This is an optimization exercise on Yosys and OpenROAD, whose aim is small area, not a production implementation.
The RTL was checked by simulation tests, not by an equivalence proof against the original design.
Power figures rest on the tool's default switching activity, not on a simulated workload.

==> inputs of build 81 <==
==> flow/design.v <==
package core_pkg;
    localparam int XLEN       = 32;
    localparam int NUM_REGS   = 16;
    localparam int REG_AW     = 4;
    localparam int DMEM_WORDS = 16;
    localparam int DMEM_AW    = 4;
    localparam int COND_MSB     = 31;
    localparam int COND_LSB     = 28;
    localparam int TYPE_MSB     = 27;
    localparam int TYPE_LSB     = 26;
    localparam int IMM_FLAG_BIT = 25;
    localparam int OPC_MSB      = 24;
    localparam int OPC_LSB      = 21;
    localparam int LOAD_BIT     = 20;
    localparam int RN_LSB       = 16;
    localparam int RD_LSB       = 12;
    localparam int RM_LSB       = 0;
    localparam int IMM8_WIDTH   = 8;
    localparam int OFFSET_WIDTH = 24;    
    localparam logic [1:0] TYPE_DATA       = 2'b00;
    localparam logic [1:0] TYPE_LOAD_STORE = 2'b01;
    localparam logic [1:0] TYPE_BRANCH     = 2'b10;
    localparam logic [3:0] OPC_AND  = 4'b0000;
    localparam logic [3:0] OPC_ANDS = 4'b0001;
    localparam logic [3:0] OPC_SUB  = 4'b0010;
    localparam logic [3:0] OPC_SUBS = 4'b0011;
    localparam logic [3:0] OPC_ADD  = 4'b0100;
    localparam logic [3:0] OPC_LSL  = 4'b1101;
    localparam logic [1:0] STATUS_UPDATE = 2'b11;    
    localparam logic [3:0] COND_NE = 4'b0001;
    localparam logic [3:0] COND_LE = 4'b1101;    
    localparam logic [3:0] COND_AL = 4'b1110;
    typedef enum logic [1:0] {
        ALU_AND = 2'b00,
        ALU_ADD = 2'b01,
        ALU_SUB = 2'b10,
        ALU_LSL = 2'b11
    } alu_op_t;
endpackage
`timescale 1ns/1ps
import core_pkg::*;
module reg_file (
    input  logic              clk,
    input  logic              rst_n,
    input  logic              rd_en_a,      
    input  logic [REG_AW-1:0] rd_addr_a,
    input  logic [REG_AW-1:0] rd_addr_b,
    input  logic              wr_enable,
    input  logic [REG_AW-1:0] wr_addr,
    input  logic [XLEN-1:0]   wr_data,      
    output logic [XLEN-1:0]   rd_data_a,
    output logic [XLEN-1:0]   rd_data_b
);
    logic [XLEN-1:0] regs [NUM_REGS];
    for (genvar i = 0; i < NUM_REGS; i++) begin : g_row
        always_ff @(posedge clk) begin
            if (!rst_n || (wr_enable && wr_addr == REG_AW'(i)))
                regs[i] <= wr_data;
        end
    end
    always_comb begin
        rd_data_a = '0;
        rd_data_b = '0;
        for (int i = 0; i < NUM_REGS; i++) begin
            rd_data_a = rd_data_a | (regs[i] & {XLEN{rd_en_a && rd_addr_a == REG_AW'(i)}});
            rd_data_b = rd_data_b | (regs[i] & {XLEN{rd_addr_b == REG_AW'(i)}});
        end
    end
endmodule
`timescale 1ns/1ps
import core_pkg::*;
module memory_stage (
    input  logic               clk,
    input  logic               rst_n,
    input  logic               wr_enable,
    input  logic [DMEM_AW-1:0] wr_addr,
    input  logic [XLEN-1:0]    wr_data,     
    input  logic [DMEM_AW+1:0] rd_addr,     
    output logic [7:0]         rd_byte
);
    logic [XLEN-1:0] dmem [DMEM_WORDS];
    for (genvar i = 0; i < DMEM_WORDS; i++) begin : g_word
        always_ff @(posedge clk) begin
            if (!rst_n || (wr_enable && wr_addr == DMEM_AW'(i)))
                dmem[i] <= wr_data;
        end
    end
    always_comb begin
        rd_byte = '0;
        for (int i = 0; i < DMEM_WORDS; i++) begin
            for (int j = 0; j < 4; j++) begin
                rd_byte = rd_byte | (dmem[i][8*j +: 8] & {8{rd_addr == (DMEM_AW+2)'(4*i + j)}});
            end
        end
    end
endmodule
`timescale 1ns/1ps
import core_pkg::*;
module core_top (
    input  logic                    clk,
    input  logic                    rst_n,
    input  logic                    instr_valid,
    input  logic [XLEN-1:0]         instruction,
    output logic                    wb_valid,
    output logic [REG_AW-1:0]       wb_reg,
    output logic [XLEN-1:0]         wb_data,
    output logic                    branch_taken,
    output logic [OFFSET_WIDTH-1:0] branch_offset,
    output logic                    flag_n,
    output logic                    flag_z
);
    logic [1:0]        op_type;
    logic [3:0]        opcode;
    logic [3:0]        cond;
    logic [REG_AW-1:0] f_rn, f_rd, f_rm;
    logic [7:0]        f_imm;
    logic              live, is_dp, is_ls, is_br;
    logic              n_wr, n_ld, n_st, n_s;
    logic [1:0]        n_br;
    assign op_type = instruction[TYPE_MSB:TYPE_LSB];
    assign opcode  = instruction[OPC_MSB:OPC_LSB];
    assign cond    = instruction[COND_MSB:COND_LSB];
    assign f_rn    = instruction[RN_LSB +: REG_AW];
    assign f_rd    = instruction[RD_LSB +: REG_AW];
    assign f_rm    = instruction[RM_LSB +: REG_AW];
    assign f_imm   = instruction[IMM8_WIDTH-1:0];
    assign live    = instr_valid && (instruction != '0);
    assign is_dp   = op_type == TYPE_DATA;
    assign is_ls   = op_type == TYPE_LOAD_STORE;
    assign is_br   = op_type == TYPE_BRANCH;
    always_comb begin
        n_wr = live && (is_dp || (is_ls && instruction[LOAD_BIT]));
        n_ld = live && is_ls &&  instruction[LOAD_BIT];
        n_st = live && is_ls && !instruction[LOAD_BIT];
        n_s  = live && is_dp && (opcode == OPC_ANDS || opcode == OPC_SUBS);
        n_br = 2'b00;
        if (live && is_br) begin
            case (cond)
                COND_NE: n_br = 2'b01;
                COND_LE: n_br = 2'b10;
                COND_AL: n_br = 2'b11;
                default: n_br = 2'b00;
            endcase
        end
    end
    logic [XLEN-1:0]    port_a, port_b, op2;
    logic [DMEM_AW+1:0] ls_addr;    
    logic               n_st_f, use_imm, n_and, n_sub;
    logic              e_wr, e_st;
    logic [REG_AW-1:0] e_rd;        
    logic [XLEN-1:0]   e_data;      
    logic [XLEN-1:0]   e_wdata;
    assign e_wdata = e_data & {XLEN{rst_n}};
    assign n_st_f  = is_ls && !instruction[LOAD_BIT];
    reg_file reg_file_i (
        .clk       (clk),
        .rst_n     (rst_n),
        .rd_en_a   (!is_br),
        .rd_addr_a (n_st_f ? f_rd : f_rn),
        .rd_addr_b (n_st_f ? f_rn : f_rm),
        .wr_enable (e_wr),
        .wr_addr   (e_rd),
        .wr_data   (e_wdata),
        .rd_data_a (port_a),
        .rd_data_b (port_b)
    );
    assign ls_addr = (n_st_f ? port_b[DMEM_AW+1:0] : port_a[DMEM_AW+1:0]) + f_imm[DMEM_AW+1:0];
    assign use_imm = is_br || (is_dp && instruction[IMM_FLAG_BIT]);
    assign op2     = use_imm ? (is_br ? {{(XLEN-OFFSET_WIDTH){1'b0}}, instruction[OFFSET_WIDTH-1:0]}
                                      : {{(XLEN-IMM8_WIDTH){1'b0}}, f_imm})
                             : port_b;
    assign n_and   = is_dp && (opcode == OPC_AND || opcode == OPC_ANDS);
    assign n_sub   = is_dp && (opcode == OPC_SUB || opcode == OPC_SUBS);
    logic              i_wr, i_ld, i_st, i_s, i_lsl, i_cin;
    logic [1:0]        i_br;
    logic [REG_AW-1:0] i_rd;        
    logic [XLEN-1:0]   i_a;         
    logic [XLEN-1:0]   i_b;
    always_ff @(posedge clk) begin
        if (!rst_n) begin
            i_wr <= 1'b0;
            i_ld <= 1'b0;
            i_st <= 1'b0;
            i_s  <= 1'b0;
            i_br <= 2'b00;
        end else begin
            i_wr <= n_wr;
            i_ld <= n_ld;
            i_st <= n_st;
            i_s  <= n_s;
            i_br <= n_br;
        end
    end
    always_ff @(posedge clk) begin
        i_lsl <= is_dp && opcode == OPC_LSL;
        i_cin <= n_sub;
        i_rd  <= n_st_f ? ls_addr[DMEM_AW+1:2] : f_rd;
        if (n_and)
            i_a <= port_a & op2;
        else if (is_ls && instruction[LOAD_BIT])
            i_a <= {port_a[XLEN-1:DMEM_AW+2], ls_addr};
        else
            i_a <= port_a;
        if (n_and || n_st_f)
            i_b <= '0;
        else
            i_b <= op2 ^ {XLEN{n_sub}};
    end
    logic [XLEN-1:0] alu, sum;
    logic            cond_pass;
    logic [7:0]      ld_byte;
    assign sum = i_a + i_b + XLEN'(i_cin);
    assign alu = i_lsl ? (i_a << i_b[4:0]) : sum;
    always_comb begin
        case (i_br)
            2'b01:   cond_pass = !flag_z;
            2'b10:   cond_pass = flag_z || flag_n;
            2'b11:   cond_pass = 1'b1;
            default: cond_pass = 1'b0;
        endcase
    end
    memory_stage memory_stage_i (
        .clk       (clk),
        .rst_n     (rst_n),
        .wr_enable (e_st),
        .wr_addr   (e_rd),
        .wr_data   (e_wdata),
        .rd_addr   (i_a[DMEM_AW+1:0]),
        .rd_byte   (ld_byte)
    );
    always_ff @(posedge clk) begin
        if (!rst_n) begin
            e_wr         <= 1'b0;
            e_st         <= 1'b0;
            branch_taken <= 1'b0;
            flag_n       <= 1'b0;
            flag_z       <= 1'b0;
        end else begin
            e_wr         <= i_wr;
            e_st         <= i_st;
            branch_taken <= cond_pass;
            if (i_s) begin
                flag_n <= alu[XLEN-1];
                flag_z <= (alu == '0);
            end
        end
    end
    always_ff @(posedge clk) begin
        e_rd <= i_rd;
        e_data <= i_ld ? {{(XLEN-8){1'b0}}, ld_byte} : alu;
    end
    assign branch_offset = e_data[OFFSET_WIDTH-1:0];
    always_ff @(posedge clk) begin
        if (!rst_n) wb_valid <= 1'b0;
        else        wb_valid <= e_wr;
    end
    always_ff @(posedge clk) begin
        wb_reg  <= e_rd;
        wb_data <= e_data;
    end
endmodule
==> flow/flow/run.sh <==
#!/bin/bash
# Own layout flow: the standard ORFS flow with
#  - the standard synthesis script, except that ABC maps for area
#    (flow/abc_area.script) and adders use Yosys's default carry lookahead
#    instead of the Kogge-Stone map; flip-flops are mapped exactly as in the
#    standard synthesis (dfflibmap runs before ABC and ABC never sees them);
#  - smaller port buffers and a clock tree without dummy loads.
# Every tool's output goes to a log file in this folder (and ORFS's own logs
# under orfs/logs).
set -euo pipefail
W=$PWD
F=$W/flow

# Synthesis script: synth_recipe.tcl with ABC and synth wrapped.
{
  cat <<TCL
proc abc {args} {
  set i [lsearch -exact \$args -script]
  if {\$i >= 0} { set args [lreplace \$args [expr {\$i+1}] [expr {\$i+1}] $F/abc_area.script] }
  puts "own flow abc: \$args"
  yosys abc {*}\$args
}
proc synth {args} {
  set i [lsearch -glob \$args *lcu_kogge_stone.v]
  if {\$i > 0} { set args [lreplace \$args [expr {\$i-1}] \$i] }
  puts "own flow synth: \$args"
  yosys synth -nofsm -noshare {*}\$args
}
TCL
  tail -n +2 $W/synth_recipe.tcl
} > $W/own_synth.tcl

CTS="-sink_clustering_enable -repair_clock_nets -dont_use_dummy_load"
if [[ -f $F/cts_args ]]; then CTS=$(cat $F/cts_args); fi
EXTRA=()
if [[ -f $F/extra_vars ]]; then mapfile -t EXTRA < $F/extra_vars; fi

make -C "$FLOW_HOME" DESIGN_CONFIG=$W/config.mk WORK_HOME=$W/orfs CLKGATE_MAP_FILE= \
  SYNTH_SCRIPT=$W/own_synth.tcl \
  "BUFFER_PORTS_ARGS=-buffer_cell sky130_fd_sc_hd__buf_1" \
  "CTS_ARGS=$CTS" "${EXTRA[@]}" \
  finish > $W/make_finish.log 2>&1

R=$W/orfs/results/$FLOW_PLATFORM/core_top/base
: # left out here: write the final layout as DEF
==> flow/flow/abc_area.script <==
&get -n
&st
&dch
&nf -a
&st
&syn2
&dch
&nf -a
&st
&dch -f
&nf -a
&st
&dch -f
&nf -a
&put
topo
dnsize -c
==> flow/flow/cts_args <==
-sink_clustering_enable -repair_clock_nets -dont_use_dummy_load -sink_clustering_size 26 -sink_clustering_max_diameter 100 -buf_list sky130_fd_sc_hd__clkbuf_16
==> flow/standard.sh <==
#!/bin/bash
# synth_recipe.tcl (not shown) runs the flow's synth.tcl, then flattens the netlist and writes it again
# the make line also repeats each setting of config.mk as NAME=value (left out here)
make -C /OpenROAD-flow-scripts/flow DESIGN_CONFIG=/design/flow/config.mk WORK_HOME=/design/flow/orfs CLKGATE_MAP_FILE= SYNTH_SCRIPT=/design/flow/synth_recipe.tcl "${@:-finish}"
==> flow/config.mk <==
export PLATFORM = sky130hd
export DESIGN_NAME = core_top
export DESIGN_NICKNAME = core_top
export VERILOG_FILES = /design/flow/design.v
export SDC_FILE = /design/flow/constraint.sdc
export NUM_CORES = 4
export LEC_CHECK = 0
export CAP_MARGIN = 20
export CORE_MARGIN = 2
export CORE_UTILIZATION = 40
export PLACE_DENSITY = 0.75
export SLEW_MARGIN = 20
==> flow/constraint.sdc <==
create_clock -name core_clock -period 5.5 [get_ports {clk}]
set_input_delay 1.1000 -clock core_clock [delete_from_list [all_inputs] [get_ports {clk}]]
set_output_delay 1.1000 -clock core_clock [all_outputs]
set_load 0.01 [all_outputs]
==> trial 94: changes against build 81 <==
==> flow/flow/abc_area.script (replaced) <==
&get -n
&st
&dch
&nf -a
&st
&syn2
&dch
&nf -a
&st
&dch -f
&nf -a
&put
topo
dnsize -c
==> flow/flow/cts_args (replaced) <==
-sink_clustering_enable -repair_clock_nets -dont_use_dummy_load -sink_clustering_size 22 -sink_clustering_max_diameter 100 -buf_list sky130_fd_sc_hd__clkbuf_16
CAP_MARGIN = 5   (was 20)
CORE_UTILIZATION = 30   (was 40)
PLACE_DENSITY = not set   (was 0.75)
SLEW_MARGIN = 5   (was 20)
==> trial 32: changes against build 81 <==
CORE_UTILIZATION = 30   (was 40)
PLACE_DENSITY = not set   (was 0.75)
==> summary of the runs <==
Global-route usage: trial 32 is lower than build 81 (6.8 points). Core utilization, lowest first: trial 32, trial 94, build 81. The highest count of clock-buffer cells in the layout belongs to trial 94, the lowest to build 81. The highest clock power belongs to trial 94, the lowest to build 81. Between trial 94 and build 81, the lower synthesized area is in build 81 (gap about 0.2%, measured against build 81). Against trial 32, the routed wire length of build 81 is lower by about 3%. The lowest clock skew belongs to trial 94, the highest to build 81. Register-to-register slack: build 81 < trial 32 < trial 94.

==> separate check: timing with driven ports <==
The results above use ideal ports. As a check the final layouts listed here were re-extracted and re-timed, cells and wires unchanged.
Step 1: set_driving_cell puts a clkbuf_16 on clk and a buf_2 on each other input, an assumption about the parent block.
Step 2 times the ports against the registers' clock, not the clock port: input delays grow and output delays shrink by t, the midpoint of the rising clock arrivals with the driver on.
Slacks: ideal ports / drivers / drivers and shift; pairs: ideal ports / drivers.
run	t, ns	setup slack, ns	latest minus earliest clock arrival (ns)	slew at the worst register clock pin (ns)	pins driven straight from the clock port
build 81	0.722	0.119 / 0.119 / -0.451	0.117 / 0.117	0.11 / 0.11	1
trial 94	0.727	0.262 / 0.262 / -0.210	0.128 / 0.128	0.10 / 0.10	1
trial 32	0.771	0.135 / 0.135 / 0.012	0.133 / 0.133	0.11 / 0.11	1
With both steps, setup timing fails in build 81 and trial 94, where it was met with ideal ports. The setup slack of build 81, which loses most, moves by 0.000 ns with the drivers and by -0.570 ns with both steps.
